What follows belongs to an exercise in optimizing a design on an open flow for small area and a short achievable clock period; a production flow would make more cautious choices.
The RTL was checked by simulation tests, not by an equivalence proof against the original design.
Power is estimated from default activity; no workload was simulated.

[flow/constraint.sdc]
create_clock -name core_clock -period 11.0 [get_ports {clk}]
set_input_delay 2.2000 -clock core_clock [delete_from_list [all_inputs] [get_ports {clk}]]
set_output_delay 2.2000 -clock core_clock [all_outputs]
set_load 0.01 [all_outputs]
[flow/standard.sh]
#!/bin/bash
# synth_recipe.tcl (not shown) runs the flow's synth.tcl, then flattens the netlist and writes it again
# the make line also repeats each setting of config.mk as NAME=value (left out here)
make -C /OpenROAD-flow-scripts/flow DESIGN_CONFIG=/design/flow/config.mk WORK_HOME=/design/flow/orfs CLKGATE_MAP_FILE= SYNTH_SCRIPT=/design/flow/synth_recipe.tcl "${@:-finish}"
[flow/design.v]
module pulse_sched_gen #(
  parameter int TW        = 32,
  parameter int QW        = 16,
  parameter int NTEMP     = 3,
  parameter int PULSE_LEN = 4,
  parameter int TNC_GAP   = 8
)(
  input  logic                  clk,
  input  logic                  rst,
  input  logic                  tick_1us,
  input  logic                  sync_in,
  input  logic                  load,
  input  logic                  en_cal,
  input  logic                  en_noise,
  input  logic [3:0]            n_temp,
  input  logic [15:0]           cal_dly,
  input  logic [TW-1:0]         dt_cal,
  input  logic [TW-1:0]         dt_noise,
  input  logic [NTEMP*TW-1:0]   p_ni,
  input  logic [NTEMP*TW-1:0]   p_ii,
  input  logic [NTEMP*TW-1:0]   p_np,
  input  logic [NTEMP*TW-1:0]   p_ip,
  input  logic [NTEMP*QW-1:0]   qit,
  output logic                  tni,
  output logic                  tki,
  output logic                  tnp,
  output logic                  tkp,
  output logic                  tobm,
  output logic                  tnc,
  output logic                  i_izl,
  output logic                  i_get,
  output logic                  error,
  output logic                  busy,
  output logic [3:0]            cur_train,
  output logic [TW-1:0]         time_now
);
  localparam int CW = $clog2(PULSE_LEN);
  localparam int NP = NTEMP + 2;           
  logic [2:0] s_tk, s_sy, s_ld;
  logic tk_r, sy_r, ld_r, tkv;
  logic ld_s;                                 
  logic st_start, st_arm, st_run, st_endw;    
  logic [NP-1:0] en_v;                        
  logic [15:0] sh_cal_dly;
  logic [TW-1:0] sh_dt_cal, sh_dt_noise;
  logic [NTEMP*TW-1:0] sh_ni, sh_ii, sh_np, sh_ip;
  logic [NTEMP*QW-1:0] sh_qit;
  logic [NP:0] ps, ps_first, ps_next, ps_arm;  
  logic [QW-1:0] rep1, q_cur;                 
  logic done;                                 
  logic [1:0] ct;                             
  logic [3:0][TW-1:0] ofs;                    
  logic [TW-1:0] el;                          
  logic [TW-1:0] pa, pb, pc, pd;
  localparam int HW = TW / 2;
  logic [TW-1:0] s2, c2, s3, c3;              
  logic [HW:0] l1, l2, l3;                    
  logic [HW-1:0] a_h, b_h, c_h, d_h, x2, y2, x3, y3;  
  logic [HW-1:0] h1, h2, h3;                  
  logic k2, k3;                               
  logic [3:1] co;                             
  logic [3:1] hz, hz_n;                       
  logic arm_d;                                
  logic [4:0] act, pend, fire;
  logic [4:0][CW-1:0] cnt;
  logic [3:0] m;
  assign tk_r = s_tk[1] & ~s_tk[2];
  assign sy_r = s_sy[1] & ~s_sy[2];
  assign ld_r = s_ld[1] & ~s_ld[2];
  assign tkv  = tk_r & ~sy_r;
  always_comb begin
    ps_first = '0;
    ps_first[NP] = 1'b1;
    for (int p = NP - 1; p >= 0; p--)
      if (en_v[p]) begin
        ps_first = '0;
        ps_first[p] = 1'b1;
      end
  end
  always_comb begin
    logic seen;
    ps_next = '0;
    seen = 1'b0;
    for (int p = 0; p < NP; p++) begin
      if (seen && en_v[p] && ps_next == '0) ps_next[p] = 1'b1;
      if (ps[p]) seen = 1'b1;
    end
    if (ps_next == '0) ps_next[NP] = 1'b1;
  end
  always_comb begin
    logic [QW-1:0] q;
    q = (ps[0] | ps[1]) ? QW'(1) : '0;
    for (int k = 0; k < NTEMP; k++)
      q = q | ({QW{ps[k+2] & ld_s}} & qit[k*QW +: QW]) | ({QW{ps[k+2] & ~ld_s}} & sh_qit[k*QW +: QW]);
    q_cur = q;
  end
  assign ps_arm = st_start ? ps_first : done ? ps_next : ps;
  always_comb begin
    logic [TW-1:0] a, b, c, d;
    logic [NP-1:0] si, ss;
    si = ps_arm[NP-1:0] & {NP{ld_s}};
    ss = ps_arm[NP-1:0] & {NP{~ld_s}};
    a = ps_arm[NP] ? TW'(TNC_GAP) : '0;
    b = '0;
    c = ({TW{si[0] | si[1]}} & TW'(cal_dly)) | ({TW{ss[0] | ss[1]}} & TW'(sh_cal_dly));
    d = ({TW{si[0]}} & dt_cal) | ({TW{ss[0]}} & sh_dt_cal) |
        ({TW{si[1]}} & dt_noise) | ({TW{ss[1]}} & sh_dt_noise);
    for (int k = 0; k < NTEMP; k++) begin
      a = a | ({TW{si[k+2]}} & p_ni[k*TW +: TW]) | ({TW{ss[k+2]}} & sh_ni[k*TW +: TW]);
      b = b | ({TW{si[k+2]}} & p_ii[k*TW +: TW]) | ({TW{ss[k+2]}} & sh_ii[k*TW +: TW]);
      c = c | ({TW{si[k+2]}} & p_np[k*TW +: TW]) | ({TW{ss[k+2]}} & sh_np[k*TW +: TW]);
      d = d | ({TW{si[k+2]}} & p_ip[k*TW +: TW]) | ({TW{ss[k+2]}} & sh_ip[k*TW +: TW]);
    end
    pa = a;
    pb = b;
    pc = c;
    pd = d;
  end
  assign s2 = ofs[0] ^ ofs[1] ^ ofs[2];
  assign c2 = {(ofs[0][TW-2:0] & ofs[1][TW-2:0]) | (ofs[0][TW-2:0] & ofs[2][TW-2:0]) |
               (ofs[1][TW-2:0] & ofs[2][TW-2:0]), 1'b0};
  assign s3 = s2 ^ c2 ^ ofs[3];
  assign c3 = {(s2[TW-2:0] & c2[TW-2:0]) | (s2[TW-2:0] & ofs[3][TW-2:0]) |
               (c2[TW-2:0] & ofs[3][TW-2:0]), 1'b0};
  assign l1 = {1'b0, ofs[0][HW-1:0]} + {1'b0, ofs[1][HW-1:0]};
  assign l2 = {1'b0, s2[HW-1:0]} + {1'b0, c2[HW-1:0]};
  assign l3 = {1'b0, s3[HW-1:0]} + {1'b0, c3[HW-1:0]};
  assign a_h = ofs[0][TW-1:HW];
  assign b_h = ofs[1][TW-1:HW];
  assign c_h = ofs[2][TW-1:HW];
  assign d_h = ofs[3][TW-1:HW];
  always_comb begin
    logic [HW-1:0] s, c;
    s = a_h ^ b_h ^ c_h;
    c = {(a_h[HW-2:0] & b_h[HW-2:0]) | (a_h[HW-2:0] & c_h[HW-2:0]) | (b_h[HW-2:0] & c_h[HW-2:0]),
         arm_d ? k2 : c2[HW]};
    x2 = s;
    y2 = c;
    x3 = s ^ c ^ d_h;
    y3 = {(s[HW-2:0] & c[HW-2:0]) | (s[HW-2:0] & d_h[HW-2:0]) | (c[HW-2:0] & d_h[HW-2:0]),
          arm_d ? k3 : c3[HW]};
  end
  function automatic logic [HW-1:0] addc(input logic [HW-1:0] x, input logic [HW-1:0] y,
                                         input logic ci);
    logic [HW:0] t;
    t = {x, ci} + {y, ci};
    addc = t[HW:1];
  endfunction
  assign h1 = addc(a_h, b_h, co[1]);
  assign h2 = addc(x2, y2, co[2]);
  assign h3 = addc(x3, y3, co[3]);
  function automatic logic zc(input logic [HW-1:0] x, input logic [HW-1:0] y, input logic ci);
    logic r;
    r = (x[0] ^ y[0]) == ci;
    for (int i = 1; i < HW; i++) r = r & ((x[i] ^ y[i]) == (x[i-1] | y[i-1]));
    zc = r;
  endfunction
  assign hz_n[1] = zc(a_h, b_h, l1[HW]);
  assign hz_n[2] = zc(x2, y2, l2[HW]);
  assign hz_n[3] = zc(x3, y3, l3[HW]);
  assign m[0] = el == ofs[0];
  for (genvar i = 1; i < 4; i++) begin : g_m
    assign m[i] = (el[HW-1:0] == ofs[i][HW-1:0]) &&
                  (arm_d ? hz[i] : (el[TW-1:HW] == ofs[i][TW-1:HW]));
  end
  assign fire[0] = tkv & pend[0] & m[0];
  assign fire[1] = tkv & pend[1] & m[1];
  assign fire[2] = tkv & pend[2] & m[2];
  assign fire[3] = tkv & pend[3] & m[3];
  assign fire[4] = tkv & pend[4] & m[0];
  always_ff @(posedge clk or posedge rst)
    if (rst) begin
      s_tk <= '0;
      s_sy <= '0;
      s_ld <= '0;
      en_v <= '0;
      ld_s <= 1'b0;
      done <= 1'b0;
      arm_d <= 1'b0;
    end else begin
      s_tk <= {s_tk[1:0], tick_1us};
      s_sy <= {s_sy[1:0], sync_in};
      s_ld <= {s_ld[1:0], load};
      ld_s <= s_ld[0] & ~s_ld[1];
      if (ld_r) begin
        en_v[0] <= en_cal;
        en_v[1] <= en_noise;
        for (int k = 0; k < NTEMP; k++) en_v[k+2] <= (n_temp > 4'(k)) && (qit[k*QW +: QW] != '0);
      end
      done <= rep1 >= q_cur;
      arm_d <= st_arm & ~sy_r;
    end
  always_ff @(posedge clk)
    if (ld_r) begin
      sh_cal_dly <= cal_dly;
      sh_dt_cal <= dt_cal;
      sh_dt_noise <= dt_noise;
      sh_ni <= p_ni;
      sh_ii <= p_ii;
      sh_np <= p_np;
      sh_ip <= p_ip;
      sh_qit <= qit;
    end
  always_ff @(posedge clk) begin
    if (!sy_r) begin
      if (st_start || (st_run && fire[3])) begin
        ofs <= {pd, pc, pb, pa};
        ps <= ps_arm;
      end
      if (st_arm) begin
        ofs[1][HW-1:0] <= l1[HW-1:0];
        ofs[2][HW-1:0] <= l2[HW-1:0];
        ofs[3][HW-1:0] <= l3[HW-1:0];
        co <= {l3[HW], l2[HW], l1[HW]};
        k2 <= c2[HW];
        k3 <= c3[HW];
        hz <= hz_n;
      end
      if (arm_d && !(st_start || (st_run && fire[3]))) begin
        ofs[1][TW-1:HW] <= h1;
        ofs[2][TW-1:HW] <= h2;
        ofs[3][TW-1:HW] <= h3;
      end
      if (st_start) begin
        rep1 <= QW'(1);
        el <= tk_r ? TW'(2) : TW'(1);
      end else if (st_run && fire[3]) begin
        rep1 <= done ? QW'(1) : rep1 + QW'(1);
        el <= TW'(1);
      end else if (tk_r) el <= el + TW'(1);
    end
    for (int i = 0; i < 5; i++)
      if (fire[i]) cnt[i] <= CW'(PULSE_LEN - 1);
      else if (tk_r && act[i]) cnt[i] <= cnt[i] - CW'(1);
  end
  always_ff @(posedge clk or posedge rst)
    if (rst) begin
      st_start <= 1'b0;
      st_arm <= 1'b0;
      st_run <= 1'b0;
      st_endw <= 1'b0;
      busy <= 1'b0;
      ct <= '0;
      time_now <= '0;
      act <= '0;
      pend <= '0;
      i_izl <= 1'b0;
      i_get <= 1'b0;
      error <= 1'b0;
    end else begin
      error <= ((fire[0] && i_get) || (fire[2] && i_izl)) ? 1'b1 : ld_r ? 1'b0 : error;
      if (sy_r) begin
        time_now <= '0;
        st_start <= 1'b1;
        st_arm <= 1'b0;
        st_run <= 1'b0;
        st_endw <= 1'b0;
        busy <= 1'b1;
        ct <= '0;
        pend <= '0;
        act <= '0;
        i_izl <= 1'b0;
        i_get <= 1'b0;
      end else begin
        if (tk_r) time_now <= time_now + TW'(1);
        for (int i = 0; i < 5; i++)
          if (fire[i]) act[i] <= 1'b1;
          else if (tk_r && cnt[i] == '0) act[i] <= 1'b0;
        i_izl <= fire[1] ? 1'b0 : fire[0] ? 1'b1 : i_izl;
        i_get <= fire[3] ? 1'b0 : fire[2] ? 1'b1 : i_get;
        pend <= pend & ~fire;
        st_start <= st_endw & fire[4];
        st_arm <= st_start | (st_run & fire[3]);
        st_run <= (st_arm & ~ps[NP]) | (st_run & ~fire[3]);
        st_endw <= (st_arm & ps[NP]) | (st_endw & ~fire[4]);
        if (st_arm) pend <= ps[NP] ? 5'b10000 : (ps[0] | ps[1]) ? 5'b01100 : 5'b01111;
        if (st_start || (st_run && fire[3]))
          ct <= {ps_arm[4], ps_arm[3]} & {2{st_start | st_run}};
        else
          ct <= {ps[4], ps[3]} & {2{(st_arm & ~ps[NP]) | st_run}};
      end
    end
  assign tni = act[0];
  assign tki = act[1];
  assign tnp = act[2];
  assign tkp = act[3];
  assign tobm = act[3];
  assign tnc = act[4];
  assign cur_train = {2'b00, ct};
endmodule
[flow/flow/run.sh]
#!/bin/bash
# The standard layout (standard.sh, with its standard synthesis), with extra ORFS settings:
# plain buf_1 cells as the port buffers, and a setup margin that makes timing repair aim for
# more slack than the clock period needs. The clock period and constraints are unchanged.
set -euo pipefail
bash standard.sh finish SETUP_SLACK_MARGIN=7.35 CTS_CLUSTER_SIZE=24 CTS_CLUSTER_DIAMETER=100 CORE_UTILIZATION=50 "BUFFER_PORTS_ARGS=-buffer_cell sky130_fd_sc_hd__buf_1" > standard.log 2>&1
[flow/config.mk]
export PLATFORM = sky130hd
export DESIGN_NAME = pulse_sched_gen
export DESIGN_NICKNAME = pulse_sched_gen
export VERILOG_FILES = /design/flow/design.v
export SDC_FILE = /design/flow/constraint.sdc
export NUM_CORES = 4
export LEC_CHECK = 0
export CAP_MARGIN = 20
export CORE_MARGIN = 2
export CORE_UTILIZATION = 40
export SLEW_MARGIN = 20
==> results of run 1 <==
report_power, final:
part / internal (mW) / switching [mW] / total [mW]
registers: 3.47 / 0.167 / 3.64
clock network: 0.772 / 1.04 / 1.81
logic: 1.25 / 1.85 / 3.10
total: 5.49 / 3.05 / 8.54
sequential cells by signal, indices dropped and copies added, names as in the netlist, 5 cells and up:
register     cells
time_now        32
ofs            128
sh_ni           96
cnt             10
ps               6
sh_cal_dly      16
sh_ii           96
pend             5
rep1            16
sh_qit          48
sh_dt_noise     32
act              5
sh_ip           96
sh_np           96
el              32
sh_dt_cal       32
en_v             5
cell families (layout without fill, tap and decap cells):
| group | count (synthesis) | in the layout | synth area share (%) |
|---|---|---|---|
| compound gates | 705 | 705 | 12.2 |
| xor+xnor | 323 | 323 | 6.73 |
| fa+ha+maj | 228 | 228 | 7.98 |
| buf+inv | 381 | 897 | 3.81 |
| flops | 781 | 781 | 54.7 |
| mux | 240 | 240 | 5.89 |
| other cells | 1 | 25 | 0.00892 |
| simple gates | 753 | 755 | 8.73 |
layout by cell type (no fill, tap or decap), types with 62 or more instances in the layout:
cell type	count
dfrtp_1	67
a222oi_1	161
buf_1	564
buf_4	68
nor2_1	185
ha_1	152
edfxtp_1	702
nand4_1	62
xor2_1	146
inv_1	165
a21oi_1	155
mux2i_1	180
nand2_1	196
o21ai_0	72
xnor2_1	174
per-stage QoR:
step / util [%] / total power [mW] / worst slack, ps / hold slack (ps)
global route: 56.6 / 8.96 / 7160 / 363
finish: 56.6 / 8.54 / 7230 / 358
floorplan: - / 5.63 / 2300 / 331
CTS: 56.0 / 8.40 / 7270 / 357
global placement: 53.9 / 6.47 / 6620 / 335
detailed placement: 53.9 / 6.47 / 6590 / 343
how the worst min path moves through the flow:
stage | slack [ps] | depth (start not counted) | startpoint | to
floorplan | 330 | 0 | s_sy[0] | s_sy[1]
global placement | 330 | 0 | s_tk[0] | s_tk[1]
detailed placement | 340 | 0 | s_tk[0] | s_tk[1]
CTS | 360 | 0 | s_tk[0] | s_tk[1]
global route | 360 | 0 | s_tk[0] | s_tk[1]
finish | 360 | 0 | s_tk[0] | s_tk[1]
final cells by class:
| class | instances | area (um^2) | area share (%) |
|---|---|---|---|
| inverter | 175 | 706 | 1.49 |
| tap | 1080 | 1350 | 2.86 |
| antenna | 23 | 57.6 | 0.122 |
| timing repair buffer | 650 | 2910 | 6.17 |
| clock buffer | 62 | 1140 | 2.41 |
| clock inverter | 10 | 158 | 0.334 |
| sequential | 781 | 23000 | 48.7 |
| multi-input combinational | 2253 | 17900 | 37.9 |
timing repair:
item	4_1_cts	5_1_grt
pin swaps	32	37
setup endpoints to repair	217	105
gates resized for setup	64	57
setup buffers	25	24
gates cloned	2	0
metal layers:
| metal | part of all wire (%) | vias up |
|---|---|---|
| met5 | 0.12 | - |
| met4 | 3.1 | 24 |
| met3 | 9.2 | 212 |
| met2 | 45 | 1577 |
| met1 | 42 | 15500 |
| li1 | - | 14000 |
==> impl_metrics.toml, run 1 <==
[setup_path]
cp.arrival_ps = 4170
cp-end-kind = "flop"
cp_max_fo = 5
rr_startpoint = "ofs[23]"
crit_chain = "fa_2, fa_1, ha_2, and3_2, nand2_1, o211ai_1, buf_4, a21oi_2, a21oi_1, xor2_1, a21o_1"
slowest_delay_ps = 620
crit_end = "ofs[125]"
worst_r2r_path_depth = 11
crit_cells = 11
path_buf_inv = 1
startpoint = "ofs[23]"
crit_required_ps = 11400
reg2reg_slack_ps = 7230
path_class = "reg -> reg"
start_kind = "flop"
rr_endpoint = "ofs[125]"
crit_family = "adder cells"
cp_slowest_cell = "fa_2"

[yosys]
avgSynthCellArea_um2 = 12.3
synthDistinctLibCells = 72
synth.most_common_cell = "edfxtp_1"
async_flop_share_pct = 8.83
yosysTopAreaCell = "edfxtp_1"
synth_edf_count = 702
ys_warn_count = 1
synth_flop_cell = "edfxtp_1"
synth_area_mm2 = 0.0421
ys_seq_elements = 781
synth.top_cells.by_area = "edfxtp_1 50%, ha_1 4.8%, mux2i_1 4.3%, dfrtp_1 4.1%, a222oi_1 3.8%"
synth_top_area_share_pct = 50.1
netlist_instances = 3412
synthTopCellsByCount = "702 x edfxtp_1, 198 x nand2_1, 188 x nor2_1"
yosysSeqAreaShare_pct = 54.7

[die]
dieArea_mm2 = 0.0865
die_x_um = 294
coreArea_mm2 = 0.0834
die_y_um = 294
rows = 106
start_util_pct = 50.4
ios = 569

[sta]
period_share_pct = 34.2
worst_pin_slew_ps = 1090
maxSlewHeadroom_pct = 26.8
setup_viol = 0
setup_tns_ps = 0
finalHoldViolCount = 0
fin_skew_ps = 48.4
drv_slew = 0
final.min_clock_period_ps = 3770
rsz0062_at_grt = "true"
fmax_mhz = 266

[layout]
nNetsFinal = 4653
fin_cells = 5034
postLayoutCellArea_mm2 = 0.0472
area_delta_synth_final_pct = 12.3
n_fill_cell = 7092
drive_above_1_share_pct = 7.81

[power_and_ir_drop]
leakagePower_nw = 16.6
pwr_density_cell_mw_per_mm2 = 181
peakVddDrop_v = 0.000151

[clock_network]
clk_pin_slew_ps = 100
hold_buffers = 0
cts-root-buf = "clkbuf_16"
cts_tree = "built"
htreeDepth = 2
clk-insertion-delay-late_ps = 650
cts_buffers = 41
clock_sinks = 781
clockBufferDepth = 3

[global_route]
grt_util_all_layers_pct = 30.6
grt_pass1_wl_mm = 197
grt_overflow = 0
grt.met2_usage_pct = 47.0
grt_max_degree = 157
use_met3_pct = 5.65
busiest_layer = "met2"
grt_antenna_before_repair = 39
met1_usage_pct = 44.6
first_global_vias = 29700

[status]
status = "no timing/DRC/antenna violations"

[detailed_routing]
drc = 0
vias = 31200
drt_first_pass_iters = 10
vias_per_cell = 6.20
wl_mm = 135
ant_nets = 0
wl_per_cell_um = 26.8
drt_iter0_markers = 4075

[placement]
io_buffers = 566
gp_congestion = 0.937
post-dp-hpwl_mm = 98.6
placed_area_mm2 = 0.0450
dp.cells = 4888

[job]
maxCapViolations = 0

[min_path]
hp-class = "reg -> reg"
==> run 2, diff against run 1 <==
==> flow/flow/run.sh (replaced) <==
#!/bin/bash
# The standard layout (standard.sh, with its standard synthesis), with extra ORFS settings:
# plain buf_1 cells as the port buffers, and a setup margin that makes timing repair aim for
# more slack than the clock period needs. The clock period and constraints are unchanged.
set -euo pipefail
bash standard.sh finish SETUP_SLACK_MARGIN=7.25 TNS_END_PERCENT=5 CTS_CLUSTER_SIZE=24 CTS_CLUSTER_DIAMETER=100 CORE_UTILIZATION=55 "BUFFER_PORTS_ARGS=-buffer_cell sky130_fd_sc_hd__buf_1" > standard.log 2>&1
==> impl_metrics.toml, run 2 <==
[layout]
largest_register_ffs = 128
final_common_cell = "edfxtp_1"
regMostFlops = "ofs"
postLayoutCellArea_mm2 = 0.0469
n_fill_cell = 6140
drive_above_1_share_pct = 7.28
seq_area_mm2 = 0.0230
area_delta_synth_final_pct = 11.5
nNetsFinal = 4648
mostFrequentLayoutCells = "702 x edfxtp_1, 565 x buf_1, 197 x nand2_1"
multi_input_comb_area_mm2 = 0.0178

[die]
ios = 569
rows = 101
dieArea_mm2 = 0.0787
die_y_um = 281
die_x_um = 281
start_util_pct = 55.5
coreArea_mm2 = 0.0758

[global_route]
grt_util_all_layers_pct = 33.8
first_global_vias = 31000
grt_max_degree = 177
grt_pass1_wl_mm = 198
grt_antenna_before_repair = 45
grt_overflow = 0

[placement]
io_buffers = 566
post-dp-hpwl_mm = 100
placed_area_mm2 = 0.0448
gp_congestion = 0.970

[sta]
maxSlewHeadroom_pct = 23.6
finalHoldViolCount = 0
drv_slew = 0
fin_skew_ps = 31.3
rsz0062_at_grt = "true"
setup_viol = 0
final.min_clock_period_ps = 3880
setup_tns_ps = 0
period_share_pct = 35.3
worst_pin_slew_ps = 1150
hold_slack_ps = 370
fmax_mhz = 258

[clock_network]
hold_buffers = 0
clock_sinks = 781
cts-root-buf = "clkbuf_16"
cts_buffers = 41
clockBufferDepth = 3
clk_pin_slew_ps = 100
htreeDepth = 2
cts_tree = "built"
clk-insertion-delay-late_ps = 640

[yosys]
async_flop_share_pct = 8.83
synth_top_family_by_area = "compound AO/OA/AOI/OAI gates"
synth.top_cells.by_area = "edfxtp_1 50%, ha_1 4.8%, mux2i_1 4.3%, dfrtp_1 4.1%, a222oi_1 3.8%"
ys_seq_elements = 781
synth_compound_area_share_pct = 12.2
synthDistinctLibCells = 72
synth_edf_count = 702
yosys.area_share.simple_pct = 8.73
synth_top_area_share_pct = 50.1
yosysTopAreaCell = "edfxtp_1"
synthTopCellsByCount = "702 x edfxtp_1, 198 x nand2_1, 188 x nor2_1"
synth.most_common_cell = "edfxtp_1"
yosysSeqAreaShare_pct = 54.7
synth_flop_cell = "edfxtp_1"
avgSynthCellArea_um2 = 12.3
netlist_instances = 3412
muxShareOfSynthArea_pct = 5.89
ys_warn_count = 1
synth_area_mm2 = 0.0421
yosys.area_share.adder_pct = 7.98
synth_xor_area_share_pct = 6.73

[setup_path]
cp_max_fo = 3
worst_r2r_path_depth = 12
crit_required_ps = 11370
cp_common_cell = "fa_2"
slowest_delay_ps = 530
path_class = "reg -> reg"
cp.arrival_ps = 4250
rr_endpoint = "ofs[127]"
start_kind = "flop"
cp_slowest_cell = "edfxtp_1"
rr_startpoint = "ofs[15]"
crit_chain = "fa_2, mux2_4, fa_2, fa_2, a21oi_2, o21ai_2, a21oi_2, o211ai_1, a211o_1, a31oi_4, xor2_4, o21ai_1"
cp-end-kind = "flop"
reg2reg_slack_ps = 7120

[min_path]
hold_depth = 0
worstHoldEndpoint = "s_sy[1]"
min-delay-start = "s_sy[0]"
hp-class = "reg -> reg"

[detailed_routing]
ant_nets = 0
wl_per_cell_um = 27.7
drt_iter0_markers = 3942
drc = 0
wl_mm = 136
vias_per_cell = 6.38
vias = 31500
drt_first_pass_iters = 13

[status]
status = "no timing/DRC/antenna violations"

[job]
maxCapViolations = 0

[power_and_ir_drop]
pwr_density_cell_mw_per_mm2 = 181
peakVddDrop_v = 0.000173
leakagePower_nw = 16.6
-- run 2: per-stage QoR --
step | util (%) | setup slack (ps) | instances | total power, mW
global route | 61.9 | 7060 | 4926 | 8.88
CTS | 61.3 | 7160 | 4880 | 8.38
detailed placement | 59.1 | 6430 | 4786 | 6.53
global placement | 59.1 | 6500 | 4786 | 6.49
finish | 61.9 | 7120 | 4931 | 8.48
floorplan | - | 2300 | 3413 | 5.63
-- run 2: kinds of logic after synthesis --
logic type               after synthesis
adder cells (fa/ha/maj)              228
AND/OR/NAND/NOR                      753
flip-flops                           781
buffers and inverters                381
AO/OA/AOI/OAI                        705
other                                  1
multiplexers                         240
XOR/XNOR                             323
-- run 2: how the worst max path moves through the flow --
stage               startpoint       endpoint  slack [ps]  cells past startpoint
floorplan              s_ld[1]  sh_cal_dly[0]        2300                      3
global placement       ofs[15]       ofs[127]        6500                     12
detailed placement    st_start       ofs[127]        6430                     12
CTS                     ofs[1]        ofs[79]        7160                     13
global route           ofs[15]       ofs[120]        7060                     13
finish                 ofs[15]       ofs[127]        7120                     12
-- run 2: where the power goes --
part / switching, mW / internal, mW
Sequential: 0.184 / 3.47
Clock: 1.02 / 0.727
Combinational: 1.84 / 1.24
Total: 3.04 / 5.44
-- run 2: worst max-delay path: cells and delay by family, from the launching register on --
family / cells / cell delay [ps]
compound gates: 7 / 1240
xor+xnor: 1 / 230
fa+ha+maj: 3 / 1290
flops: 1 / 530
mux: 1 / 320
-- run 2: cell type report --
type | count | share of cell area, %
flip-flops and latches | 781 | 49.1
multi-input cells | 2252 | 38.0
repair buffers | 646 | 6.08
well taps | 978 | 2.61
clock buffers | 61 | 2.35
inverters | 175 | 1.46
clock inverters | 11 | 0.296
diodes | 27 | 0.144
-- run 2: metal layers --
| layer | vias up | global-route usage, % | share of wire [%] |
|---|---|---|---|
| li1 | 14000 | - | - |
| met1 | 15700 | 43.4 | 39 |
| met2 | 1471 | 57.1 | 49 |
| met3 | 284 | 5.70 | 7.7 |
| met4 | 28 | 13.7 | 4.6 |
| met5 | - | 0 | 0.15 |
-- run 2: what timing repair did --
item | in CTS | in global routing
pin swaps | 20 | 29
endpoints found under the setup margin | 176 | 152
gates resized for setup | 51 | 53
buffers inserted | 22 | 23
gates cloned | 0 | 1
==> run 3, diff against run 2 <==
==> flow/flow/run.sh (replaced) <==
#!/bin/bash
# The standard layout (standard.sh, with its standard synthesis), with extra ORFS settings:
# plain buf_1 cells as the port buffers, and a setup margin that makes timing repair aim for
# more slack than the clock period needs. The clock period and constraints are unchanged.
set -euo pipefail
bash standard.sh finish SETUP_SLACK_MARGIN=7.6 TNS_END_PERCENT=5 CTS_CLUSTER_SIZE=24 CTS_CLUSTER_DIAMETER=100 CORE_UTILIZATION=55 "BUFFER_PORTS_ARGS=-buffer_cell sky130_fd_sc_hd__buf_1" > standard.log 2>&1
==> impl_metrics.toml, run 3 <==
[status]
status = "no timing/DRC/antenna violations"

[sta]
setup_tns_ps = 0
maxSlewHeadroom_pct = 15.6
period_share_pct = 35.5
fmax_mhz = 256
drv_slew = 0
worst_pin_slew_ps = 1270
rsz0062_at_grt = "true"
setup_viol = 0
fin_skew_ps = 30.5
final.min_clock_period_ps = 3910
finalHoldViolCount = 0

[global_route]
grt_overflow = 0
grt_max_degree = 177
first_global_vias = 31100
met1_usage_pct = 43.5
use_met3_pct = 5.80
grt_util_all_layers_pct = 34.0
grt.met2_usage_pct = 57.9
busiest_layer = "met2"
grt_pass1_wl_mm = 199
grt_antenna_before_repair = 44

[yosys]
synth_flop_cell = "edfxtp_1"
synthDistinctLibCells = 72
synth_edf_count = 702
synth.most_common_cell = "edfxtp_1"
synth.top_cells.by_area = "edfxtp_1 50%, ha_1 4.8%, mux2i_1 4.3%, dfrtp_1 4.1%, a222oi_1 3.8%"
synthTopCellsByCount = "702 x edfxtp_1, 198 x nand2_1, 188 x nor2_1"
ys_warn_count = 1
synth_top_area_share_pct = 50.1
netlist_instances = 3412
synth_area_mm2 = 0.0421
ys_seq_elements = 781
yosysTopAreaCell = "edfxtp_1"
avgSynthCellArea_um2 = 12.3
async_flop_share_pct = 8.83
yosysSeqAreaShare_pct = 54.7

[die]
die_x_um = 281
dieArea_mm2 = 0.0787
coreArea_mm2 = 0.0758
die_y_um = 281
rows = 101
start_util_pct = 55.5
ios = 569

[job]
maxCapViolations = 0

[layout]
nNetsFinal = 4685
area_delta_synth_final_pct = 12.7
mostFrequentLayoutCells = "702 x edfxtp_1, 565 x buf_1, 196 x nand2_1"
regMostFlops = "ofs"
n_fill_cell = 6124
largest_register_ffs = 128
final_common_cell = "edfxtp_1"
post-route-util_pct = 62.5
drive_above_1_share_pct = 8.76

[clock_network]
clk_pin_slew_ps = 100
clock_sinks = 781
cts_buffers = 41
hold_buffers = 0
cts-root-buf = "clkbuf_16"
cts_tree = "built"
clockBufferDepth = 3
clk-insertion-delay-late_ps = 630
htreeDepth = 2

[setup_path]
cp.arrival_ps = 4280
crit_required_ps = 11370
rr_startpoint = "ofs[15]"
crit_end = "ofs[127]"
rr_endpoint = "ofs[127]"
reg2reg_slack_ps = 7090
startpoint = "ofs[15]"
start_kind = "flop"
cp_max_fo = 3
worst_r2r_path_depth = 12
path_class = "reg -> reg"
cp-end-kind = "flop"

[detailed_routing]
ant_nets = 0
drt_first_pass_iters = 14
wl_per_cell_um = 27.6
vias_per_cell = 6.35
wl_mm = 137
drt_iter0_markers = 3907
drc = 0
vias = 31600

[placement]
post-dp-hpwl_mm = 100
io_buffers = 566
gp_congestion = 0.970

[power_and_ir_drop]
peakVddDrop_v = 0.000175
intPower_mw = 5.49
p_sw_mw = 3.10
leakagePower_nw = 16.8
clockPowerShare_pct = 20.3
power_frac_comb_pct = 37.2
pwr_density_cell_mw_per_mm2 = 181
swShare_pct = 36.1
power_frac_seq_pct = 42.5

[min_path]
min-delay-start = "s_sy[0]"
hp-class = "reg -> reg"
==> run 3: cell counts after synthesis <==
Identical to the previous run, type by type.
==> run 3: worst min path at each step <==
stage / depth (start not counted) / to / slack (ps)
5_1_grt: 0 / s_tk[1] / 380
6_report: 0 / s_sy[1] / 370
3_5_place_dp: 0 / s_sy[1] / 350
2_1_floorplan: 0 / s_sy[1] / 330
4_1_cts: 0 / s_sy[1] / 370
3_3_place_gp: 0 / s_tk[1] / 340
==> run 3: critical path, stage by stage (launching register included) <==
cell and delay [ps]:
edfxtp_1 540, fa_2 460, mux2_4 310, fa_2 490, fa_2 380, a21oi_2 190, o21ai_2 80, a21oi_2 180
o211ai_1 120, a211o_1 340, a31oi_4 240, xor2_4 230, o21ai_1 90
==> run 3: power by group through the flow <==
stage / combinational [mW] / clock [mW] / sequential (mW)
2_1_floorplan: 1.99 / 0 / 3.64
3_3_place_gp: 2.78 / 0 / 3.72
3_5_place_dp: 2.81 / 0 / 3.72
4_1_cts: 3.01 / 1.77 / 3.65
5_1_grt: 3.46 / 1.85 / 3.66
6_report: 3.19 / 1.75 / 3.65
==> run 3: logic make-up after synthesis <==
group,Yosys count,share of synthesized area [%]
AO/OA/AOI/OAI,705,12.2
XOR/XNOR,323,6.73
adder cells (fa/ha/maj),228,7.98
buffers and inverters,381,3.81
flip-flops,781,54.7
multiplexers,240,5.89
other,1,0.00892
AND/OR/NAND/NOR,753,8.73
==> run 3: final cells by class <==
class	count	area, um^2	share of cell area (%)
Antenna cell	29	72.6	0.153
Timing Repair Buffer	683	3160	6.68
Tap cell	978	1220	2.58
Sequential cell	781	23000	48.6
Inverter	175	697	1.47
Clock buffer	61	1100	2.32
Clock inverter	11	139	0.293
Multi-Input combinational cell	2252	18000	37.9
==> run 3: through the flow <==
step / instance area [um^2] / setup slack (ps) / std cells / hold slack [ps] / total power, mW
global placement: 44800 / 6500 / 4786 / 339 / 6.49
finish: 47400 / 7090 / 4970 / 369 / 8.59
CTS: 46600 / 7180 / 4887 / 374 / 8.43
global route: 47400 / 7030 / 4964 / 383 / 8.98
floorplan: 42100 / 2300 / 3413 / 331 / 5.63
detailed placement: 44800 / 6430 / 4786 / 352 / 6.53
==> run 3: what timing repair did <==
action                     in CTS  in global routing
pin swaps                      23                 51
resized for setup              76                 73
gates cloned                    1                  0
setup endpoints to repair     273                242
buffers inserted               28                 54
==> run 3: routing by layer <==
metal	up-vias	part of all wire, %
li1	14100	-
met1	15700	38
met2	1517	50
met3	270	7.8
met4	26	4.1
met5	-	0.13
==> run 4, diff against run 3 <==
==> flow/flow/run.sh (replaced) <==
#!/bin/bash
# The standard layout (standard.sh, with its standard synthesis), with extra ORFS settings:
# plain buf_1 cells as the port buffers, and a setup margin that makes timing repair aim for
# more slack than the clock period needs. The clock period and constraints are unchanged.
set -euo pipefail
bash standard.sh finish SETUP_SLACK_MARGIN=7.5 CTS_CLUSTER_SIZE=24 CTS_CLUSTER_DIAMETER=100 CORE_UTILIZATION=50 "BUFFER_PORTS_ARGS=-buffer_cell sky130_fd_sc_hd__buf_1" > standard.log 2>&1
==> impl_metrics.toml, run 4 <==
[layout]
final_common_cell = "edfxtp_1"
largest_register_ffs = 128
multi_input_comb_area_mm2 = 0.0181
post-route-util_pct = 57.3
drive_above_1_share_pct = 9.44
n_fill_cell = 7050
mostFrequentLayoutCells = "702 x edfxtp_1, 563 x buf_1, 196 x nand2_1"
nNetsFinal = 4685
seq_area_mm2 = 0.0230
regMostFlops = "ofs"
area_delta_synth_final_pct = 13.5

[setup_path]
cp.arrival_ps = 4090
cp-end-kind = "flop"
cp_max_fo = 4
start_kind = "flop"
crit_required_ps = 11390
path_class = "reg -> reg"

[clock_network]
cts_buffers = 41
htreeDepth = 2
clk-insertion-delay-late_ps = 650
clock_sinks = 781
cts-root-buf = "clkbuf_16"
clockBufferDepth = 3
clk_pin_slew_ps = 100
cts_tree = "built"

[yosys]
synth.most_common_cell = "edfxtp_1"
yosysTopAreaCell = "edfxtp_1"
yosys.area_share.simple_pct = 8.73
synth_compound_area_share_pct = 12.2
synth_top_area_share_pct = 50.1
synth_xor_area_share_pct = 6.73
netlist_instances = 3412
yosys.area_share.adder_pct = 7.98
avgSynthCellArea_um2 = 12.3
muxShareOfSynthArea_pct = 5.89
yosysSeqAreaShare_pct = 54.7
synth_edf_count = 702
async_flop_share_pct = 8.83
synth_top_family_by_area = "compound AO/OA/AOI/OAI gates"
synth_flop_cell = "edfxtp_1"
ys_warn_count = 1
synthDistinctLibCells = 72
ys_seq_elements = 781
synth.top_cells.by_area = "edfxtp_1 50%, ha_1 4.8%, mux2i_1 4.3%, dfrtp_1 4.1%, a222oi_1 3.8%"
synthTopCellsByCount = "702 x edfxtp_1, 198 x nand2_1, 188 x nor2_1"
synth_area_mm2 = 0.0421

[min_path]
hp-class = "reg -> reg"

[detailed_routing]
ant_nets = 0
drt_iter0_markers = 4265
wl_mm = 136
drc = 0
wl_per_cell_um = 26.9
vias = 31400
vias_per_cell = 6.20
drt_first_pass_iters = 8

[power_and_ir_drop]
leakagePower_nw = 16.8
peakVddDrop_v = 0.000151
pwr_density_cell_mw_per_mm2 = 184

[global_route]
first_global_vias = 29900
grt_max_degree = 157
grt_overflow = 0
grt_antenna_before_repair = 38
grt_pass1_wl_mm = 198
grt_util_all_layers_pct = 30.8

[sta]
maxSlewHeadroom_pct = 27.0
final.min_clock_period_ps = 3700
rsz0062_at_grt = "true"
worst_pin_slew_ps = 1100
setup_viol = 0
period_share_pct = 33.7
fmax_mhz = 270
hold_slack_ps = 358
finalHoldViolCount = 0
fin_skew_ps = 49.3
drv_slew = 0
layout_setup_ws_ps = 7300
setup_tns_ps = 0

[status]
status = "no timing/DRC/antenna violations"

[die]
rows = 106
die_x_um = 294
start_util_pct = 50.4
coreArea_mm2 = 0.0834
dieArea_mm2 = 0.0865
ios = 569
die_y_um = 294

[placement]
gp_congestion = 0.937
post-place-ws_ps = 6590
io_buffers = 566
post-dp-hpwl_mm = 98.6

[job]
maxCapViolations = 0
==> run 4: cell counts after synthesis <==
No cell type changed its count.
==> run 4: path summary, 6_finish.rpt <==
path / cells after the start / end / start / slack (ps)
setup / recovery: 11 / ofs[127] / ofs[48] / 7300
hold / removal: 0 / s_tk[1] / s_tk[0] / 360
setup reg to reg: 11 / ofs[127] / ofs[48] / 7300
hold reg to reg: 0 / s_tk[1] / s_tk[0] / 360
max in group asynchronous: 3 / ld_s / rst / 8210
min in group asynchronous: 2 / time_now[6] / rst / 1640
==> run 4: worst max-delay path, cell delays in order, from the launching register on <==
cell      delay (ps)
edfxtp_1         490
fa_2             650
fa_2             480
fa_2             390
a21oi_4          150
o21ai_2           80
a21oi_2          180
o211ai_1         230
a211o_1          350
a31oi_2          200
xor2_1           190
o21ai_1           70
==> run 4: timing repair <==
| item | in CTS | in global routing |
|---|---|---|
| setup buffers | 44 | 37 |
| resized for setup | 105 | 79 |
| pin swaps | 47 | 60 |
| setup endpoints to repair | 235 | 120 |
| hold buffers | 0 | 0 |
| cloned | 2 | 0 |
==> run 4: final cells by class <==
cell class | instances | share of cell area [%]
Sequential cell | 781 | 48.2
Multi-Input combinational cell | 2253 | 38.0
Timing Repair Buffer | 682 | 6.68
Tap cell | 1080 | 2.83
Clock buffer | 62 | 2.38
Inverter | 175 | 1.49
Clock inverter | 10 | 0.330
Antenna cell | 24 | 0.126
==> run 4: routing by layer <==
layer  GRT usage, %  vias to the layer above  routed length [um]
met1           44.8                    15600               58600
met5              0                        -                 148
li1               -                    14000                   -
met4           8.52                       22                4010
met3           5.59                      197               11800
met2           47.4                     1529               61700
==> run 4: through the flow <==
stage / instance area, um^2 / total power [mW] / cells
2_1_floorplan: 42100 / 5.63 / 3413
3_3_place_gp: 45000 / 6.47 / 4888
3_5_place_dp: 45000 / 6.47 / 4888
4_1_cts: 47100 / 8.49 / 5006
5_1_grt: 47700 / 9.18 / 5062
6_report: 47800 / 8.77 / 5067
==> run 4: report_power, final <==
group | leakage (nW) | total, mW | switching, mW | internal [mW]
logic | 8.64 | 3.31 | 1.96 | 1.36
clock network | 0.625 | 1.81 | 1.04 | 0.772
registers | 7.58 | 3.64 | 0.168 | 3.47
total | 16.8 | 8.77 | 3.17 | 5.60
==> run 4: logic make-up after synthesis <==
family          count (synthesis)
flops                         781
buf+inv                       381
other cells                     1
mux                           240
xor+xnor                      323
fa+ha+maj                     228
compound gates                705
simple gates                  753
==> run 5, diff against run 4 <==
==> flow/flow/run.sh (replaced) <==
#!/bin/bash
# The standard layout (standard.sh, with its standard synthesis), with extra ORFS settings:
# plain buf_1 cells as the port buffers, and a setup margin that makes timing repair aim for
# more slack than the clock period needs. The clock period and constraints are unchanged.
set -euo pipefail
bash standard.sh finish SETUP_SLACK_MARGIN=7.5 CTS_CLUSTER_SIZE=24 CTS_CLUSTER_DIAMETER=100 CORE_UTILIZATION=45 "BUFFER_PORTS_ARGS=-buffer_cell sky130_fd_sc_hd__buf_1" > standard.log 2>&1
==> impl_metrics.toml, run 5 <==
[status]
status = "no timing/DRC/antenna violations"

[yosys]
synth_top_area_share_pct = 50.1
synth_flop_cell = "edfxtp_1"
ys_warn_count = 1
yosysSeqAreaShare_pct = 54.7
synth_edf_count = 702
yosysTopAreaCell = "edfxtp_1"
ys_seq_elements = 781
synthTopCellsByCount = "702 x edfxtp_1, 198 x nand2_1, 188 x nor2_1"
synth.most_common_cell = "edfxtp_1"
synth.top_cells.by_area = "edfxtp_1 50%, ha_1 4.8%, mux2i_1 4.3%, dfrtp_1 4.1%, a222oi_1 3.8%"
synthDistinctLibCells = 72
netlist_instances = 3412
async_flop_share_pct = 8.83
synth_area_mm2 = 0.0421
avgSynthCellArea_um2 = 12.3

[setup_path]
crit_required_ps = 11340
cp.arrival_ps = 4090
slowest_delay_ps = 520
cp-end-kind = "flop"
cp_slowest_cell = "fa_2"
rr_endpoint = "ofs[127]"
crit_family = "adder cells"
worst_r2r_path_depth = 13
start_kind = "flop"
reg2reg_slack_ps = 7250
cp_max_fo = 3
cp_common_cell = "fa_2"
path_class = "reg -> reg"
path_buf_inv = 1
crit_cells = 13
crit_chain = "fa_2, fa_2, mux2i_2, inv_1, fa_2, a21oi_4, o21ai_2, a21oi_2, o211ai_1, a211o_1, a31oi_4, xor2_2, o21ai_0"
rr_startpoint = "ofs[47]"

[sta]
hold_slack_ps = 355
fin_skew_ps = 36.6
final.min_clock_period_ps = 3750
worst_pin_slew_ps = 1110
rsz0062_at_grt = "true"
maxSlewHeadroom_pct = 25.9
finalHoldViolCount = 0
drv_slew = 0
fmax_mhz = 267
period_share_pct = 34.1
setup_viol = 0
setup_tns_ps = 0

[job]
maxCapViolations = 0

[clock_network]
cts-root-buf = "clkbuf_16"
clk-insertion-delay-late_ps = 650
htreeDepth = 2
clock_sinks = 781
cts_tree = "built"
cts_buffers = 41
clk_pin_slew_ps = 110
clockBufferDepth = 3
hold_buffers = 0

[min_path]
hp-class = "reg -> reg"
hold_depth = 0
min-delay-start = "s_tk[0]"
worstHoldEndpoint = "s_tk[1]"

[die]
ios = 569
rows = 112
die_y_um = 310
die_x_um = 310
coreArea_mm2 = 0.0929
start_util_pct = 45.3
dieArea_mm2 = 0.0959

[layout]
multi_input_comb_area_mm2 = 0.0183
mostFrequentLayoutCells = "702 x edfxtp_1, 553 x buf_1, 196 x nand2_1"
nNetsFinal = 4689
postLayoutCellArea_mm2 = 0.0482
final_common_cell = "edfxtp_1"
drive_above_1_share_pct = 10.4
area_delta_synth_final_pct = 14.6
n_fill_cell = 8295
seq_area_mm2 = 0.0230
regMostFlops = "ofs"
post-route-util_pct = 51.9
largest_register_ffs = 128

[global_route]
first_global_vias = 29700
grt_antenna_before_repair = 36
grt_pass1_wl_mm = 194
grt_max_degree = 200
grt_overflow = 0
grt_util_all_layers_pct = 27.2

[detailed_routing]
drt_first_pass_iters = 13
vias_per_cell = 5.93
ant_nets = 0
drc = 0
wl_per_cell_um = 25.8
wl_mm = 135
vias = 31100
drt_iter0_markers = 4051

[power_and_ir_drop]
peakVddDrop_v = 0.000115
leakagePower_nw = 16.9
pwr_density_cell_mw_per_mm2 = 183

[placement]
gp_congestion = 0.972
placed_area_mm2 = 0.0452
post-dp-hpwl_mm = 97.5
io_buffers = 566
==> run 5: cell count changes in the layout (fill, tap and decap cells not counted), moves of 3 or more <==
cell	before	now
buf_1	563	553
buf_6	8	12
clkbuf_2	2	9
ha_2	1	4
mux2i_1	180	175
mux2i_2	1	5
nor2_1	185	181
nor2_2	1	5
o21ai_0	67	70
o21ai_1	10	6
o31ai_1	15	12
==> run 5: cell type report <==
type / instances / area share (%)
antenna: 24 / 0.125
clock buffer: 59 / 2.36
clock inverter: 10 / 0.275
inverter: 175 / 1.46
multi-input combinational: 2251 / 37.9
sequential: 781 / 47.8
tap: 1254 / 3.26
timing repair buffer: 688 / 6.89
==> run 5: cell families (layout without fill, tap and decap cells) <==
| group | Yosys count | count (layout) | share of synthesized area, % |
|---|---|---|---|
| XOR/XNOR | 323 | 323 | 6.73 |
| adder cells (fa/ha/maj) | 228 | 228 | 7.98 |
| other | 1 | 26 | 0.00892 |
| AND/OR/NAND/NOR | 753 | 753 | 8.73 |
| multiplexers | 240 | 240 | 5.89 |
| flip-flops | 781 | 781 | 54.7 |
| buffers and inverters | 381 | 932 | 3.81 |
| AO/OA/AOI/OAI | 705 | 705 | 12.2 |
==> run 5: routing by layer <==
layer  part of all wire (%)  global-route usage [%]  vias to the layer above  routed length, um
met4                    2.7                    7.63                       22               3620
li1                       -                       -                    14000                  -
met2                     46                    42.6                     1400              62200
met1                     43                    38.6                    15400              57900
met5                   0.10                       0                        -                141
met3                    8.5                    5.08                      189              11500
==> run 5: metrics by stage <==
| step | setup WS (ps) | power [mW] | cells |
|---|---|---|---|
| 2_1_floorplan | 2300 | 5.63 | 3413 |
| 3_3_place_gp | 6400 | 6.47 | 5061 |
| 3_5_place_dp | 6430 | 6.47 | 5061 |
| 4_1_cts | 7220 | 8.56 | 5195 |
| 5_1_grt | 7120 | 9.24 | 5239 |
| 6_report | 7250 | 8.82 | 5242 |
==> run 5: worst max path at each step <==
stage	from	to	slack, ps
2_1_floorplan	s_ld[1]	sh_cal_dly[0]	2300
3_3_place_gp	st_start	ofs[19]	6400
4_1_cts	ofs[47]	ofs[127]	7220
5_1_grt	ofs[47]	ofs[127]	7120
3_5_place_dp	st_start	ofs[19]	6430
6_report	ofs[47]	ofs[127]	7250
==> run 5: power by group <==
group	internal [mW]	leakage, nW	switching (mW)	total (mW)
combinational	1.44	8.74	1.95	3.40
clock	0.750	0.613	1.03	1.78
sequential	3.47	7.58	0.163	3.63
==> run 5: worst register-to-register path: cells and delay by family, from the launching register on <==
kind / cells / cell delay [ps]
fa+ha+maj: 3 / 1310
buf+inv: 1 / 110
compound gates: 7 / 1180
flops: 1 / 430
xor+xnor: 1 / 210
mux: 1 / 210
==> run 5: what timing repair did <==
action,in CTS,in global routing
pin swaps,53,56
setup endpoints to repair,260,153
resized for setup,133,93
buffers inserted,64,22
gates cloned,1,1
==> run 6, diff against run 5 <==
==> flow/flow/run.sh (replaced) <==
#!/bin/bash
# The standard layout (standard.sh, with its standard synthesis), with extra ORFS settings:
# plain buf_1 cells as the port buffers, and a setup margin that makes timing repair aim for
# more slack than the clock period needs. The clock period and constraints are unchanged.
set -euo pipefail
bash standard.sh finish SETUP_SLACK_MARGIN=7.5 CTS_CLUSTER_SIZE=24 CTS_CLUSTER_DIAMETER=100 CORE_UTILIZATION=50 PLACE_DENSITY=0.7 "BUFFER_PORTS_ARGS=-buffer_cell sky130_fd_sc_hd__buf_1" > standard.log 2>&1
==> impl_metrics.toml, run 6 <==
[placement]
gp_congestion = 0.983
post-dp-hpwl_mm = 95.2
placed_area_mm2 = 0.0450
io_buffers = 566
post-place-ws_ps = 6520

[setup_path]
cp.arrival_ps = 4150
cp_slowest_cell = "fa_1"
path_class = "reg -> reg"
reg2reg_slack_ps = 7220
crit_chain = "fa_1, fa_1, ha_1, nand2_1, a21boi_0, a211o_1, a31oi_4, xor2_4, o21ai_1"
cp_max_fo = 7
cp_common_cell = "fa_1"
worst_r2r_path_depth = 9
start_kind = "flop"
rr_endpoint = "ofs[127]"
crit_end = "ofs[127]"
startpoint = "ofs[26]"
rr_startpoint = "ofs[26]"
slowest_delay_ps = 700
cp-end-kind = "flop"
crit_required_ps = 11360

[global_route]
grt_overflow = 0
grt_max_degree = 145
grt_util_all_layers_pct = 29.5
first_global_vias = 30000
grt_pass1_wl_mm = 192
grt_antenna_before_repair = 28

[yosys]
avgSynthCellArea_um2 = 12.3
synth_edf_count = 702
yosysSeqAreaShare_pct = 54.7
synth.most_common_cell = "edfxtp_1"
synth_area_mm2 = 0.0421
synthTopCellsByCount = "702 x edfxtp_1, 198 x nand2_1, 188 x nor2_1"
async_flop_share_pct = 8.83
synth_flop_cell = "edfxtp_1"
ys_warn_count = 1
yosysTopAreaCell = "edfxtp_1"
netlist_instances = 3412
synth_top_area_share_pct = 50.1
synth.top_cells.by_area = "edfxtp_1 50%, ha_1 4.8%, mux2i_1 4.3%, dfrtp_1 4.1%, a222oi_1 3.8%"
synthDistinctLibCells = 72
ys_seq_elements = 781

[sta]
fmax_mhz = 264
hold_slack_ps = 360
period_share_pct = 34.4
final.min_clock_period_ps = 3780
rsz0062_at_grt = "true"
setup_tns_ps = 0
worst_pin_slew_ps = 989
finalHoldViolCount = 0
fin_skew_ps = 47.9
drv_slew = 0
setup_viol = 0
maxSlewHeadroom_pct = 33.2
layout_setup_ws_ps = 7220

[status]
status = "no timing/DRC/antenna violations"

[layout]
final_common_cell = "edfxtp_1"
largest_register_ffs = 128
multi_input_comb_area_mm2 = 0.0182
mostFrequentLayoutCells = "702 x edfxtp_1, 564 x buf_1, 196 x nand2_1"
nNetsFinal = 4693
seq_area_mm2 = 0.0230
postLayoutCellArea_mm2 = 0.0479
n_fill_cell = 6991
drive_above_1_share_pct = 9.71
post-route-util_pct = 57.4
regMostFlops = "ofs"
area_delta_synth_final_pct = 13.8

[detailed_routing]
vias_per_cell = 6.22
wl_per_cell_um = 26.0
vias = 31500
ant_nets = 0
drc = 0
drt_iter0_markers = 3957
drt_first_pass_iters = 13
wl_mm = 132

[die]
rows = 106
die_y_um = 294
ios = 569
dieArea_mm2 = 0.0865
coreArea_mm2 = 0.0834
die_x_um = 294
start_util_pct = 50.4

[min_path]
hold_depth = 0
hp-class = "reg -> reg"

[power_and_ir_drop]
peakVddDrop_v = 0.000132
pwr_density_cell_mw_per_mm2 = 184
leakagePower_nw = 16.9

[job]
maxCapViolations = 0

[clock_network]
cts-root-buf = "clkbuf_16"
clk-insertion-delay-late_ps = 650
clock_sinks = 781
clk_pin_slew_ps = 90
htreeDepth = 2
cts_buffers = 42
hold_buffers = 0
clockBufferDepth = 3
cts_tree = "built"
run 6: changes by cell type in the layout (fill, tap and decap cells not counted), sizes merged:
| cell | previous run | this run |
|---|---|---|
| inv | 178 | 182 |
| buf | 677 | 689 |
| clkbuf | 69 | 55 |
| diode | 24 | 23 |
| clkinv | 4 | 3 |
run 6: worst min-delay path by stage:
stage	startpoint	slack (ps)	end
detailed placement	s_tk[0]	340	s_tk[1]
CTS	s_tk[0]	360	s_tk[1]
global route	s_tk[0]	380	s_tk[1]
finish	s_tk[0]	360	s_tk[1]
global placement	s_tk[0]	340	s_tk[1]
floorplan	s_sy[0]	330	s_sy[1]
run 6: kinds of logic (layout without fill, tap and decap cells):
family	after synthesis	in the layout	synth area share, %
other cells	1	25	0.00892
fa+ha+maj	228	228	7.98
simple gates	753	753	8.73
mux	240	240	5.89
buf+inv	381	933	3.81
flops	781	781	54.7
xor+xnor	323	323	6.73
compound gates	705	705	12.2
run 6: final cells by class:
type / count / share of cell area [%]
Multi-Input combinational cell: 2251 / 38.0
Timing Repair Buffer: 690 / 6.83
Sequential cell: 781 / 48.1
Timing Repair inverter: 1 / 0.0105
Inverter: 175 / 1.46
Clock buffer: 55 / 2.30
Clock inverter: 12 / 0.322
Tap cell: 1080 / 2.82
Antenna cell: 23 / 0.120
run 6: timing repair:
action                                  4_1_cts  5_1_grt
hold endpoints to repair                      0        0
endpoints found under the setup margin      387      228
buffers inserted                             56       31
resized for setup                           121       81
pin swaps                                    47       45
cloned                                        2        0
run 6: metal layers:
layer  share of wire (%)  track usage [%]  vias up  routed length, um
li1                    -                -    14000                  -
met1                  41             42.4    15500              54100
met2                  46             45.6     1716              60400
met3                 9.6             4.67      247              12600
met4                 3.4             10.2       12               4450
met5               0.061                0        -                 80
run 6: power breakdown:
part | total (mW) | switching (mW) | internal [mW] | leakage, nW
sequential | 3.64 | 0.170 | 3.47 | 7.59
clock | 1.77 | 1.03 | 0.739 | 0.608
combinational | 3.38 | 1.98 | 1.40 | 8.70
run 6: stage by stage:
step                      instances  power [mW]
after CTS                      5014        8.53
after detailed placement       4889        6.49
after floorplan                3413        5.63
after global placement         4889        6.46
after global routing           5060        9.19
final                          5068        8.79
run 6: critical path: cells and delay by family, from the launching register on:
| family | cells | cell delay (ps) |
|---|---|---|
| XOR/XNOR | 1 | 250 |
| adder cells (fa/ha/maj) | 3 | 1710 |
| flip-flops | 1 | 570 |
| AND/OR/NAND/NOR | 1 | 110 |
| AO/OA/AOI/OAI | 4 | 870 |
==> run 7, diff against run 6 <==
==> flow/flow/run.sh (replaced) <==
#!/bin/bash
# The standard layout (standard.sh, with its standard synthesis), with extra ORFS settings:
# plain buf_1 cells as the port buffers, and a setup margin that makes timing repair aim for
# more slack than the clock period needs. The clock period and constraints are unchanged.
set -euo pipefail
bash standard.sh finish SETUP_SLACK_MARGIN=7.65 CTS_CLUSTER_SIZE=24 CTS_CLUSTER_DIAMETER=100 CORE_UTILIZATION=50 "BUFFER_PORTS_ARGS=-buffer_cell sky130_fd_sc_hd__buf_1" > standard.log 2>&1
==> impl_metrics.toml, run 7 <==
[detailed_routing]
ant_nets = 0
vias_per_cell = 6.15
drt_iter0_markers = 3620
drc = 0
drt_first_pass_iters = 13
wl_per_cell_um = 27.0
vias = 31700
wl_mm = 139

[layout]
largest_register_ffs = 128
mostFrequentLayoutCells = "702 x edfxtp_1, 523 x buf_1, 195 x nand2_1"
seq_area_mm2 = 0.0230
fin_cells = 5156
multi_input_comb_area_mm2 = 0.0184
n_fill_cell = 6998
area_delta_synth_final_pct = 16.4
nNetsFinal = 4769
final_common_cell = "edfxtp_1"
regMostFlops = "ofs"
postLayoutCellArea_mm2 = 0.0489
drive_above_1_share_pct = 13.0

[power_and_ir_drop]
pwr_density_cell_mw_per_mm2 = 184
leakagePower_nw = 17.6
peakVddDrop_v = 0.000143

[setup_path]
cp.arrival_ps = 4270
crit_chain = "fa_1, fa_2, fa_2, a21oi_4, o21ai_2, a21oi_2, o211ai_1, a211o_1, a31oi_2, xor2_1, o21ai_1"
path_class = "reg -> reg"
cp_slowest_cell = "fa_1"
slowest_delay_ps = 720
cp_common_cell = "fa_2"
start_kind = "flop"
cp_max_fo = 4
crit_required_ps = 11360
cp-end-kind = "flop"

[sta]
final.min_clock_period_ps = 3910
maxSlewHeadroom_pct = 27.7
setup_tns_ps = 0
setup_viol = 0
period_share_pct = 35.6
rsz0062_at_grt = "true"
finalHoldViolCount = 0
worst_pin_slew_ps = 1070
fin_skew_ps = 49.9
drv_slew = 0
fmax_mhz = 256

[yosys]
synth_flop_cell = "edfxtp_1"
synth_top_area_share_pct = 50.1
netlist_instances = 3412
yosys.area_share.simple_pct = 8.73
synth_top_family_by_area = "compound AO/OA/AOI/OAI gates"
yosys.area_share.adder_pct = 7.98
yosysTopAreaCell = "edfxtp_1"
synth_area_mm2 = 0.0421
ys_warn_count = 1
async_flop_share_pct = 8.83
synthDistinctLibCells = 72
synth.most_common_cell = "edfxtp_1"
synth_xor_area_share_pct = 6.73
synthTopCellsByCount = "702 x edfxtp_1, 198 x nand2_1, 188 x nor2_1"
avgSynthCellArea_um2 = 12.3
synth.top_cells.by_area = "edfxtp_1 50%, ha_1 4.8%, mux2i_1 4.3%, dfrtp_1 4.1%, a222oi_1 3.8%"
ys_seq_elements = 781
yosysSeqAreaShare_pct = 54.7
synth_compound_area_share_pct = 12.2
muxShareOfSynthArea_pct = 5.89
synth_edf_count = 702

[global_route]
grt_antenna_before_repair = 44
first_global_vias = 30200
grt_util_all_layers_pct = 31.0
grt_overflow = 0
grt_max_degree = 169
grt_pass1_wl_mm = 200

[die]
ios = 569
die_y_um = 294
rows = 106
die_x_um = 294
coreArea_mm2 = 0.0834
start_util_pct = 50.4
dieArea_mm2 = 0.0865

[placement]
io_buffers = 566
gp_congestion = 0.936
placed_area_mm2 = 0.0450
post-dp-hpwl_mm = 99.0
dp.cells = 4889

[clock_network]
cts-root-buf = "clkbuf_16"
clk-insertion-delay-late_ps = 650
cts_buffers = 41
clk_pin_slew_ps = 100
cts_tree = "built"
clockBufferDepth = 3
htreeDepth = 2
clock_sinks = 781

[min_path]
hp-class = "reg -> reg"

[job]
maxCapViolations = 0

[status]
status = "no timing/DRC/antenna violations"
[run 7: cell counts after synthesis]
No cell type changed its count.
[run 7: what timing repair did]
| item | CTS | global route |
|---|---|---|
| pin swaps | 65 | 68 |
| hold endpoints to repair | 0 | 0 |
| resized for setup | 179 | 121 |
| hold buffers | 0 | 0 |
| setup endpoints to repair | 323 | 315 |
| setup buffers | 95 | 59 |
| gates cloned | 7 | 5 |
[run 7: cell type report]
| type | count | share of cell area (%) |
|---|---|---|
| multi-input cells | 2255 | 37.6 |
| repair buffers | 764 | 8.44 |
| flip-flops and latches | 781 | 47.0 |
| diodes | 28 | 0.143 |
| clock inverters | 12 | 0.279 |
| clock buffers | 61 | 2.29 |
| well taps | 1080 | 2.76 |
| inverters | 175 | 1.44 |
[run 7: per-layer routing]
layer,routed length (um),GRT usage (%),vias up
li1,-,-,14200
met1,58600,44.3,15800
met2,64500,48.6,1449
met3,11500,5.42,216
met4,4090,9.03,36
met5,233,0,-
[run 7: logic make-up after synthesis]
kind of cell    after synthesis
simple gates                753
other cells                   1
xor+xnor                    323
flops                       781
mux                         240
buf+inv                     381
fa+ha+maj                   228
compound gates              705
[run 7: final timing paths]
check,cells after the start,from,slack (ps),to
hold reg to reg,0,s_tk[0],350,s_tk[1]
hold / removal,0,s_tk[0],350,s_tk[1]
max in group asynchronous,3,rst,8290,st_arm
min in group asynchronous,2,rst,1540,time_now[6]
setup / recovery,11,ofs[16],7090,ofs[127]
setup reg to reg,11,ofs[16],7090,ofs[127]
[run 7: where the power goes]
part	switching [mW]	leakage (nW)	internal (mW)
clock	1.04	0.604	0.740
sequential	0.168	7.59	3.47
combinational	2.05	9.36	1.54
total	3.26	17.6	5.75
[run 7: critical path: cells and delay by family, from the launching register on]
family	cells	cell delay, ps
flops	1	530
fa+ha+maj	3	1610
xor+xnor	1	210
compound gates	7	1300
[run 7: through the flow]
stage	worst slack, ps	util, %	hold slack (ps)	power, mW
global placement	6580	53.9	336	6.49
CTS	7080	57.3	359	8.62
floorplan	2300	-	331	5.63
finish	7090	58.7	355	9.01
detailed placement	6510	53.9	338	6.50
global route	7000	58.7	367	9.42
==> run 8, diff against run 7 <==
==> flow/flow/run.sh (replaced) <==
#!/bin/bash
# The standard layout (standard.sh, with its standard synthesis), with extra ORFS settings:
# plain buf_1 cells as the port buffers, and a setup margin that makes timing repair aim for
# more slack than the clock period needs. The clock period and constraints are unchanged.
set -euo pipefail
bash standard.sh finish SETUP_SLACK_MARGIN=7.5 CTS_CLUSTER_SIZE=18 CTS_CLUSTER_DIAMETER=80 CORE_UTILIZATION=50 "BUFFER_PORTS_ARGS=-buffer_cell sky130_fd_sc_hd__buf_1" > standard.log 2>&1
==> impl_metrics.toml, run 8 <==
[status]
status = "no timing/DRC/antenna violations"

[global_route]
grt_util_all_layers_pct = 30.8
grt_overflow = 0
grt_antenna_before_repair = 41
grt_max_degree = 157
grt_pass1_wl_mm = 198
first_global_vias = 30000

[power_and_ir_drop]
leakagePower_nw = 17.1
finalPower_mw = 8.99
pwr_density_cell_mw_per_mm2 = 187
peakVddDrop_v = 0.000146

[clock_network]
clk_pin_slew_ps = 80
cts-root-buf = "clkbuf_16"
htreeDepth = 2
clockBufferDepth = 3
clk-insertion-delay-late_ps = 650
hold_buffers = 0
cts_tree = "built"
clock_sinks = 781
cts_buffers = 54

[die]
ios = 569
dieArea_mm2 = 0.0865
coreArea_mm2 = 0.0834
start_util_pct = 50.4
die_y_um = 294
rows = 106
die_x_um = 294

[min_path]
hp-class = "reg -> reg"
worstHoldEndpoint = "s_tk[1]"
hold_depth = 0
min-delay-start = "s_tk[0]"

[sta]
fin_skew_ps = 27.7
rsz0062_at_grt = "true"
setup_tns_ps = 0
fmax_mhz = 266
maxSlewHeadroom_pct = 27.5
final.min_clock_period_ps = 3770
worst_pin_slew_ps = 1090
period_share_pct = 34.2
finalHoldViolCount = 0
drv_slew = 0
setup_viol = 0

[detailed_routing]
vias = 31300
wl_mm = 136
drt_iter0_markers = 4185
vias_per_cell = 6.14
ant_nets = 0
drc = 0
wl_per_cell_um = 26.7
drt_first_pass_iters = 10

[setup_path]
crit_required_ps = 11400
start_kind = "flop"
worst_r2r_path_depth = 11
rr_startpoint = "ofs[24]"
rr_endpoint = "ofs[125]"
path_class = "reg -> reg"
reg2reg_slack_ps = 7230
cp_max_fo = 4
cp-end-kind = "flop"
cp.arrival_ps = 4160

[placement]
placed_area_mm2 = 0.0450
post-dp-hpwl_mm = 98.6
gp_congestion = 0.937
io_buffers = 566

[layout]
final_common_cell = "edfxtp_1"
mostFrequentLayoutCells = "702 x edfxtp_1, 555 x buf_1, 196 x nand2_1"
regMostFlops = "ofs"
area_delta_synth_final_pct = 14.4
nNetsFinal = 4703
postLayoutCellArea_mm2 = 0.0481
largest_register_ffs = 128
drive_above_1_share_pct = 9.89

[yosys]
synth_top_area_share_pct = 50.1
async_flop_share_pct = 8.83
netlist_instances = 3412
synth_area_mm2 = 0.0421
yosysSeqAreaShare_pct = 54.7
synthDistinctLibCells = 72
synth_flop_cell = "edfxtp_1"
ys_warn_count = 1
yosysTopAreaCell = "edfxtp_1"
avgSynthCellArea_um2 = 12.3
synth.top_cells.by_area = "edfxtp_1 50%, ha_1 4.8%, mux2i_1 4.3%, dfrtp_1 4.1%, a222oi_1 3.8%"
synth.most_common_cell = "edfxtp_1"
synthTopCellsByCount = "702 x edfxtp_1, 198 x nand2_1, 188 x nor2_1"
ys_seq_elements = 781
synth_edf_count = 702

[job]
maxCapViolations = 0
-- run 8: area by class of cell --
class,count,area (um^2)
clock inverters,15,179
fillers,7033,35300
multi-input cells,2253,18100
diodes,26,65.1
well taps,1080,1350
clock buffers,82,1510
flip-flops and latches,781,23000
repair buffers,687,3220
inverters,175,709
-- run 8: what timing repair did --
item                                    4_1_cts  5_1_grt
pin swaps                                    48       50
endpoints found under the setup margin      246      148
buffers inserted                             52       34
hold endpoints to repair                      0        0
gates cloned                                  2        0
gates resized for setup                     116       64
-- run 8: kinds of logic (layout without fill, tap and decap cells) --
logic type | count (synthesis) | in the layout | share of synthesized area, %
flip-flops | 781 | 781 | 54.7
multiplexers | 240 | 240 | 5.89
buffers and inverters | 381 | 959 | 3.81
AND/OR/NAND/NOR | 753 | 755 | 8.73
XOR/XNOR | 323 | 323 | 6.73
AO/OA/AOI/OAI | 705 | 705 | 12.2
adder cells (fa/ha/maj) | 228 | 228 | 7.98
other | 1 | 28 | 0.00892
-- run 8: layer usage --
layer	part of all wire, %	GRT usage (%)	wire length, um	vias up
met5	0.12	0	157	-
met4	2.8	9.00	3810	24
met3	9.0	5.60	12200	198
met2	45	47.2	61700	1526
met1	43	44.9	58400	15500
li1	-	-	-	14100
-- run 8: how the worst max path moves through the flow --
stage,endpoint,startpoint,depth (start not counted)
2_1_floorplan,sh_cal_dly[0],s_ld[1],3
3_3_place_gp,done,qit[0],13
3_5_place_dp,done,qit[0],13
4_1_cts,ofs[127],ofs[47],12
5_1_grt,ofs[127],ofs[14],15
6_report,ofs[125],ofs[24],11
-- run 8: critical path, stage by stage (launching register included) --
cell and delay, ps:
edfxtp_1 510, fa_2 670, fa_1 450, ha_1 390
and3_2 260, nand2_1 60, o211ai_1 400, buf_4 210
a21oi_4 60, a21oi_1 190, xor2_1 130, a21o_1 190
-- run 8: through the flow --
| step | hold slack (ps) | instances | worst slack, ps | util [%] |
|---|---|---|---|---|
| 2_1_floorplan | 331 | 3413 | 2300 | - |
| 3_3_place_gp | 335 | 4888 | 6620 | 53.9 |
| 3_5_place_dp | 343 | 4888 | 6590 | 53.9 |
| 4_1_cts | 361 | 5039 | 7240 | 56.9 |
| 5_1_grt | 365 | 5096 | 7150 | 57.7 |
| 6_report | 357 | 5099 | 7230 | 57.7 |
-- run 8: power breakdown --
part           leakage, nW  internal, mW  switching (mW)
clock network        0.808         0.991            1.09
logic                 8.69          1.34            1.93
registers             7.59          3.47           0.165
total                 17.1          5.80            3.19

## static timing again, ports no longer ideal
No port has a modelled driver above. Below, the same layouts with a new extraction and two added sets of constraints. Step 1 (the two cells are an assumption about what drives the block):
set clk [get_ports {clk}]
set_driving_cell -lib_cell sky130_fd_sc_hd__clkbuf_16 $clk
set_driving_cell -lib_cell sky130_fd_sc_hd__buf_2 [delete_from_list [all_inputs] $clk]
Step 2 also shifts input and output timing later by t, the mid clock arrival at the registers, as if the neighbouring blocks saw the same clock. Slacks: ideal ports / drivers / drivers and shift; pairs: ideal ports / drivers.
run | t, ns | slack for setup (ns) | worst setup path at the end | slew at the worst register clock pin (ns) | pins driven straight from the clock port
run 1 | 0.695 | 7.234 / 7.234 / 6.666 | input to register | 0.11 / 0.11 | 1
run 2 | 0.690 | 7.119 / 7.119 / 6.589 | input to register | 0.10 / 0.10 | 1
run 3 | 0.690 | 7.093 / 7.093 / 6.595 | input to register | 0.10 / 0.10 | 1
run 4 | 0.698 | 7.297 / 7.297 / 6.690 | input to register | 0.11 / 0.11 | 1
run 5 | 0.701 | 7.252 / 7.252 / 6.678 | input to register | 0.11 / 0.11 | 1
run 6 | 0.698 | 7.219 / 7.219 / 6.673 | input to register | 0.11 / 0.11 | 1
run 7 | 0.703 | 7.088 / 7.088 / 6.609 | input to register | 0.11 / 0.11 | 1
run 8 | 0.708 | 7.234 / 7.234 / 6.679 | input to register | 0.09 / 0.09 | 1
After both steps setup and hold are still met in every run listed. The setup slack of run 4, which loses most, moves by 0.000 ns with the drivers and by -0.607 ns with both steps.
